From an optimization exercise on the open Yosys and OpenROAD flow, aimed at small area and a short achievable clock period; shortcuts taken in it are not production practice.
Where RTL was checked, it was by simulation tests only, not by an equivalence proof against the original.
Power is estimated from default activity; no workload was simulated.

## wedge_fitter
module wedge_fitter (
	input logic clock,
	input logic reset,
	input logic clear_status,
	input logic [22:0] data_in,  
	input logic ds,
	output logic hold,
	input logic out_re,
	output logic [22:0] data_out,  
	output logic out_valid,
	output logic out_empty,
	input logic nocut,
	input logic [12:0] chi2cut_value,
	output logic [4:0] wedge_status  
);
clock: 6.5 ns
lec_check: 0
cap_margin: 5
core_margin: 2
core_utilization: 70
cts_buf_list: sky130_fd_sc_hd__clkbuf_16
cts_cluster_diameter: 60
cts_cluster_size: 30
setup_slack_margin: 4.15
slew_margin: 5
run.sh (not shown) runs the stock make flow with config.mk's settings and CLKGATE_MAP_FILE= SYNTH_SCRIPT=/design/flow/synth_recipe.tcl, a recipe that flattens the netlist after the stock synthesis.
Change:
- SETUP_SLACK_MARGIN: 4.15 -> 4.05
Outcome:
- The changed run produced a clean layout
- final area shrinks slightly
- fmax shrinks slightly
- sequential power barely changes
- via count shrinks slightly
No functional check of the RTL was part of any run of this note.

========
Setup of run A:
Another version of the RTL of wedge_fitter (not shown whole).
Size: roughly 2500 cells after synthesis, about 44000 µm² of cells after synthesis.
==> flow/config.mk <==
export PLATFORM = sky130hd
export DESIGN_NAME = wedge_fitter
export DESIGN_NICKNAME = wedge_fitter
export VERILOG_FILES = /design/flow/design.v
export SDC_FILE = /design/flow/constraint.sdc
export NUM_CORES = 4
export LEC_CHECK = 0
export CAP_MARGIN = 5
export CORE_MARGIN = 2
export CORE_UTILIZATION = 70
export CTS_BUF_LIST = sky130_fd_sc_hd__clkbuf_16
export CTS_CLUSTER_DIAMETER = 60
export CTS_CLUSTER_SIZE = 30
export PLACE_DENSITY = 0.75
export SETUP_SLACK_MARGIN = 4.05
export SLEW_MARGIN = 5
==> flow/constraint.sdc <==
create_clock -name core_clock -period 6.5 [get_ports {clock}]
set_input_delay 1.3000 -clock core_clock [delete_from_list [all_inputs] [get_ports {clock}]]
set_output_delay 1.3000 -clock core_clock [all_outputs]
set_load 0.01 [all_outputs]
Run A was carried through to the last stage, and its layout satisfied the timing, design-rule and antenna checks.
Input-level comparison between run B and run A:
- clearing PLACE_DENSITY, which used to be 0.75
- swapping 4.05 for 4.2 in SETUP_SLACK_MARGIN
==> comparison <==
Going from run A to run B, the hold slack was found to have gone down by 0.0067 ns.
Run B against run A: post-CTS setup buffer count moved up, detailed-route wire length on metal 1 up about 4.3%, length in cells of the worst reg-to-reg path up 1, total non-filler cell area in the finished layout increased by about 1.8% relative to the old numbers.
Run B vs run A: setup slack after layout down in run B
Status: logic depth of the worst path, buffers included parity (run B, run A)
Looking only at total via count in the routed design, and setting everything else aside, the higher value of run A and run B goes to run B.
The run with more routed wire is run B, not run A.
[compare] base=run A new=run B: filler cell count in the final layout down 52, area of the multi-input gates up 2.4%.
Changes in run C relative to run B:
- swapping sky130_fd_sc_hd__clkbuf_16 for sky130_fd_sc_hd__clkbuf_8 sky130_fd_sc_hd__clkbuf_16 in CTS_BUF_LIST
- swapping 4.2 for 4.05 in SETUP_SLACK_MARGIN
[summary]
Across both runs, share of cell area taken by flip-flops and latches was higher for run C than for run B.
Higher via count goes to run B over run C.
[compare] base=run B new=run C: non-clock buffer count now sits lower; portion of the layout cell area used by clock cells did not really move; cell count lost about 1.4%; latest clock arrival within the worst-skew pair now smaller; combinational group share of total power saw a decrease.
[inputs] run D vs run C
- CTS_BUF_LIST: sky130_fd_sc_hd__clkbuf_8 sky130_fd_sc_hd__clkbuf_16 -> sky130_fd_sc_hd__clkbuf_16
### Flow results
The clock-buffer cell count of run C and that of run D are within noise of each other.
Changes observed in run D relative to run C: portion of total power attributed to combinational logic level, clock power level, growth of design area from synthesis to finish ~0 delta.
Re total overflow reported by the global router: no difference whatsoever between run C and run D.
The following lists how run E was set up differently from run D:
- changing CORE_UTILIZATION from 70 to 60
- changing SLEW_MARGIN from 5 to 0
- changing CAP_MARGIN from 5 to 0
Normalized max-slew margin on run E is down relative to run D. Delta (run E minus run D): global-route usage moved down, area of all placed cells without fillers moved up, clock skew moved down.

-- static timing again, ports no longer ideal --
The flow's constraints put no driver on any port. The routed layouts listed below were extracted and timed again, unchanged, in two steps.
Step 1 assumes that a clkbuf_16 drives the clock port and a buf_2 every other input.
Step 2 adds t to the input delays and takes it off the output delays; t is the mean of the earliest and latest rising clock arrival at the registers after step 1. Input paths then give back, and output paths get back, about the clock's delay inside the block.
Three values: ideal, step 1, step 2; two values: the first two.
run	t, ns	slack for setup (ns)	latest minus earliest clock arrival (ns)	cell pins on the clock port's net
the first run of note 1	0.728	4.023 / 3.956 / 3.535	0.034 / 0.033	1
the second run of note 1	0.730	4.003 / 3.969 / 3.422	0.043 / 0.043	1
run A	0.726	4.018 / 3.952 / 3.324	0.032 / 0.033	1
run B	0.735	3.994 / 3.930 / 3.342	0.032 / 0.032	1
run C	0.724	4.012 / 3.943 / 3.389	0.037 / 0.037	1
run D	0.724	4.012 / 3.943 / 3.389	0.037 / 0.037	1
run E	0.698	4.029 / 3.964 / 3.392	0.036 / 0.036	1
After both steps every run listed still meets setup and hold. The setup slack of run A, which loses most, moves by -0.066 ns with the drivers and by -0.694 ns with both steps.
